Source: an optimization exercise on an open RTL-to-GDS flow (aim: small area). Production flows keep margins and buffers that such runs may drop. RTL that was checked went through simulation tests only; none was proved equivalent to the original. Power and IR drop assume default switching activity. No driver is modelled on the clock port, so clocking that relies on it looks cheaper here than on a real chip.

before:
==> flow/design.v <==
`default_nettype none
package apb_pkg;
  localparam int WAIT_CNT_W = 4;
  typedef enum logic [1:0] {
    MST_IDLE   = 2'd0,
    MST_SETUP  = 2'd1,
    MST_ACCESS = 2'd2
  } apb_mst_state_t;
  typedef enum logic [0:0] {
    IDLE   = 1'b0,
    ACCESS = 1'b1
  } apb_slv_state_t;
endpackage
`default_nettype wire
`default_nettype none
module apb_mem_array #(
  parameter int DATA_WIDTH = 32,
  parameter int RINGS      = 12
) (
  input  logic                  clk,
  input  logic                  rst_n,
  input  logic                  we,
  input  logic [3:0]            wring,
  input  logic [1:0]            wslot,
  input  logic [DATA_WIDTH-1:0] wdata,    
  input  logic                  rvalid,
  input  logic [3:0]            rring,
  input  logic [1:0]            rslot,
  output logic [DATA_WIDTH-1:0] rdata
);
  localparam int W = DATA_WIDTH;
  logic [RINGS*W-1:0] p0, p1, p2, p3;
  logic [1:0]         u;           
  logic [1:0]         u_in;        
  logic [1:0]         clr_cnt;
  logic               clear;       
  logic               pend;
  logic [3:0]         pend_ring;
  logic [1:0]         pend_slot;
  logic [W-1:0]       wbuf_n;      
  logic               now_ok;      
  logic               pend_go;     
  logic [RINGS-1:0]   ins;
  logic [W-1:0]       ins_data;
  assign u_in     = u - 2'd1;
  assign clear    = !rst_n || (clr_cnt != 2'd0);
  assign now_ok   = (wslot == u_in);
  assign pend_go  = pend && (pend_slot == u_in);
  assign ins_data = clear ? '0 : ~wbuf_n;
  always_comb begin
    for (int r = 0; r < RINGS; r++) begin
      ins[r] = clear ||
               (we   && now_ok && (wring == 4'(r))) ||
               (pend_go && (pend_ring == 4'(r)));
    end
  end
  always_ff @(posedge clk) begin
    for (int r = 0; r < RINGS; r++) begin
      p0[r*W +: W] <= ins[r] ? ins_data : p3[r*W +: W];
    end
    p1 <= p0;
    p2 <= p1;
    p3 <= p2;
  end
  always_ff @(posedge clk) begin
    if (!rst_n) begin
      u       <= 2'd0;
      clr_cnt <= 2'd3;
      pend    <= 1'b0;
    end else begin
      u <= u_in;
      if (clr_cnt != 2'd0) clr_cnt <= clr_cnt - 2'd1;
      if (we && !now_ok) begin
        pend      <= 1'b1;
        pend_ring <= wring;
        pend_slot <= wslot;
      end else if (pend_go) begin
        pend <= 1'b0;
      end
    end
  end
  always_ff @(posedge clk) begin
    if (!pend || pend_go) wbuf_n <= ~wdata;
  end
  logic [W-1:0] tap;
  logic [W-1:0] rcap;
  logic         rd_hit;
  logic         hit_q;
  logic         ok_q;
  always_comb begin
    tap = '0;
    for (int r = 0; r < RINGS; r++) begin
      if (rring == 4'(r)) tap = tap | p0[r*W +: W];
    end
  end
  assign rd_hit = (rslot == u);
  always_ff @(posedge clk) begin
    if (rd_hit) rcap <= tap;
    hit_q <= (rslot == u_in);
    ok_q  <= rvalid;
  end
  assign rdata = ok_q ? (hit_q ? tap : rcap) : '0;
endmodule
`default_nettype wire
`default_nettype none
module apb_slave_mem #(
  parameter int ADDR_WIDTH  = 16,
  parameter int DATA_WIDTH  = 32,
  parameter int MEM_DEPTH   = 64,
  parameter int RO_BASE     = 48,
  parameter int WAIT_STATES = 2
) (
  input  logic                  pclk,
  input  logic                  preset_n,
  input  logic                  psel,
  input  logic                  penable,
  input  logic                  pwrite,
  input  logic [ADDR_WIDTH-1:0] paddr,
  input  logic [DATA_WIDTH-1:0] pwdata,
  output logic [DATA_WIDTH-1:0] prdata,
  output logic                  pready,
  output logic                  pslverr
);
  logic [1:0] cnt;
  logic       setup;
  logic       in_rw;      
  logic       in_mem;     
  logic       addr_err;
  assign setup    = psel && !penable;
  assign in_mem   = ({1'b0, paddr} < (ADDR_WIDTH+1)'(MEM_DEPTH));
  assign in_rw    = ({1'b0, paddr} < (ADDR_WIDTH+1)'(RO_BASE));
  assign addr_err = pwrite ? !in_rw : !in_mem;
  assign pready  = preset_n && psel && penable && (cnt == 2'(WAIT_STATES + 1));
  assign pslverr = addr_err;
  always_ff @(posedge pclk) begin
    if (!preset_n || !psel) begin
      cnt <= 2'd0;
    end else if (!penable) begin
      cnt <= 2'd1;
    end else if (cnt == 2'(WAIT_STATES + 1)) begin
      cnt <= 2'd0;
    end else if (cnt != 2'd0) begin
      cnt <= cnt + 2'd1;
    end
  end
  apb_mem_array #(
    .DATA_WIDTH (DATA_WIDTH),
    .RINGS      (RO_BASE / 4)
  ) u_mem (
    .clk    (pclk),
    .rst_n  (preset_n),
    .we     (pready && pwrite && in_rw),
    .wring  (paddr[5:2]),
    .wslot  (paddr[1:0]),
    .wdata  (pwdata),
    .rvalid (in_rw),
    .rring  (paddr[5:2]),
    .rslot  (paddr[1:0]),
    .rdata  (prdata)
  );
endmodule
`default_nettype wire
Settings: LEC_CHECK=0, CAP_MARGIN=0, CORE_MARGIN=2, CORE_UTILIZATION=40, SLEW_MARGIN=0; clock period 5.0 ns.
standard.sh (not shown) runs the stock make flow with config.mk's settings and CLKGATE_MAP_FILE= SYNTH_SCRIPT=/design/flow/synth_recipe.tcl, a recipe that flattens the netlist after the stock synthesis.
==> flow/flow/run.sh <==
#!/bin/bash
# Own layout flow: the standard ORFS flow (standard.sh), with
#  - synthesis: synth_recipe.tcl unchanged except that the final abc mapping
#    uses an area-oriented script (flow/area.abc) instead of abc_speed.script;
#    registers, flattening and renaming are as in the standard synthesis;
#  - CTS without dummy loads;
#  - CTS, port buffer and repair settings from the variables below.
# Each tool's full output stays in orfs/logs/; make's output goes to make.log.
set -euo pipefail
W=$(pwd)
mkdir -p "$W/areasynth"
# synth.tcl with its abc call replaced by flow/abc_call.tcl
awk -v f="$W/flow/abc_call.tcl" '
  /^  log_cmd abc \{\*\}\$abc_args$/ { while ((getline l < f) > 0) print l; next }
  { print }' "$FLOW_HOME/scripts/synth.tcl" > "$W/areasynth/synth_core.tcl"
grep -q AREA_ABC_SCRIPT "$W/areasynth/synth_core.tcl"
sed "s|^source \$::env(SCRIPTS_DIR)/synth.tcl\$|source $W/areasynth/synth_core.tcl|" \
  "$W/synth_recipe.tcl" > "$W/areasynth/synth.tcl"
grep -q "areasynth/synth_core.tcl" "$W/areasynth/synth.tcl"
export AREA_ABC_SCRIPT="$W/flow/area.abc"

CTS="-sink_clustering_enable -repair_clock_nets -dont_use_dummy_load"
[[ -n "${MY_CTS_EXTRA:-}" ]] && CTS="$CTS $MY_CTS_EXTRA"
source "$W/flow/knobs.sh"

bash "$W/standard.sh" \
  SYNTH_SCRIPT="$W/areasynth/synth.tcl" \
  CTS_ARGS="$CTS $CTS_EXTRA" \
  "${EXTRA_VARS[@]}" \
  finish > "$W/make.log" 2>&1
==> flow/flow/abc_call.tcl <==
  # Area-oriented mapping: the same abc arguments without the speed script
  # and delay target, and this folder's area.abc script instead.
  set area_abc_args {}
  set skip 0
  foreach a $abc_args {
    if { $skip } { set skip 0; continue }
    if { $a eq "-script" || $a eq "-D" } { set skip 1; continue }
    lappend area_abc_args $a
  }
  log_cmd abc -script $::env(AREA_ABC_SCRIPT) {*}$area_abc_args
==> flow/flow/area.abc <==
strash; dc2; dch; amap; topo
==> flow/flow/knobs.sh <==
CTS_EXTRA="-sink_clustering_size 30 -sink_clustering_max_diameter 100"
EXTRA_VARS=(BUFFER_PORTS_ARGS="-buffer_cell sky130_fd_sc_hd__buf_1")
Inputs modified between before and after:
--- a/flow/design.v
+++ b/flow/design.v
@@ -34,22 +34,22 @@
   logic [1:0]         u_in;        
   logic [1:0]         clr_cnt;
   logic               clear;       
   logic               pend;
   logic [3:0]         pend_ring;
   logic [1:0]         pend_slot;
-  logic [W-1:0]       wbuf_n;      
+  logic [W-1:0]       wbuf;
   logic               now_ok;      
   logic               pend_go;     
   logic [RINGS-1:0]   ins;
   logic [W-1:0]       ins_data;
   assign u_in     = u - 2'd1;
   assign clear    = !rst_n || (clr_cnt != 2'd0);
   assign now_ok   = (wslot == u_in);
   assign pend_go  = pend && (pend_slot == u_in);
-  assign ins_data = clear ? '0 : ~wbuf_n;
+  assign ins_data = clear ? '0 : wbuf;
   always_comb begin
     for (int r = 0; r < RINGS; r++) begin
       ins[r] = clear ||
                (we   && now_ok && (wring == 4'(r))) ||
                (pend_go && (pend_ring == 4'(r)));
     end
@@ -77,32 +77,31 @@
       end else if (pend_go) begin
         pend <= 1'b0;
       end
     end
   end
   always_ff @(posedge clk) begin
-    if (!pend || pend_go) wbuf_n <= ~wdata;
+    if (!pend || pend_go) wbuf <= wdata;
   end
   logic [W-1:0] tap;
   logic [W-1:0] rcap;
+  logic [W-1:0] rout;
   logic         rd_hit;
-  logic         hit_q;
-  logic         ok_q;
   always_comb begin
     tap = '0;
     for (int r = 0; r < RINGS; r++) begin
       if (rring == 4'(r)) tap = tap | p0[r*W +: W];
     end
   end
   assign rd_hit = (rslot == u);
+  assign rout = ({W{rvalid &&  rd_hit}} & tap) |
+                ({W{rvalid && !rd_hit}} & rcap);
   always_ff @(posedge clk) begin
-    if (rd_hit) rcap <= tap;
-    hit_q <= (rslot == u_in);
-    ok_q  <= rvalid;
+    rcap <= rout;
   end
-  assign rdata = ok_q ? (hit_q ? tap : rcap) : '0;
+  assign rdata = rout;
 endmodule
 `default_nettype wire
 `default_nettype none
 module apb_slave_mem #(
   parameter int ADDR_WIDTH  = 16,
   parameter int DATA_WIDTH  = 32,
[summary]
The non-clock buffer count in before is 0.931 times that in after. In the reports for after and before, the smaller time the worst path needs with I/O delays and setup belongs to after. On met1 track utilization from global routing, after and before are neck and neck. Wire length: before vs after — no meaningful difference. before → after: count of multi-input gates went up by 25, total power moved down. Against before as the reference, after delivers a higher worst-skew pair later-pin latency. after and before ended up with roughly the same post-detailed-placement half-perimeter wirelength. Compared with before, the router placed more vias in after. The global-route wire length before repair of after and that of before are within noise of each other.
Function not checked in before: the RTL went through the layout flow alone.

[separate check: timing with driven ports]
The flow's constraints put no driver on any port. The routed layouts listed below were extracted and timed again, unchanged, in two steps. Step 1 assumes that a clkbuf_16 drives the clock port and a buf_2 every other input. Step 2 also shifts input and output timing later by t, the mid clock arrival at the registers, as if the neighbouring blocks saw the same clock. a / b / c = no drivers / after step 1 / after step 2; a / b = the first two.
run | t, ns | setup WS [ns] | worst setup path after step 2 | worst slew at a driven data input, ns
before | 0.707 | 0.174 / 0.149 / 0.149 | input to output | 0.06
after | 0.709 | 0.345 / 0.307 / 0.307 | input to output | 0.05
After both steps every run listed still meets setup and hold. For after, which loses most, drivers alone change the setup slack by -0.038 ns; drivers and shift together by -0.038 ns.
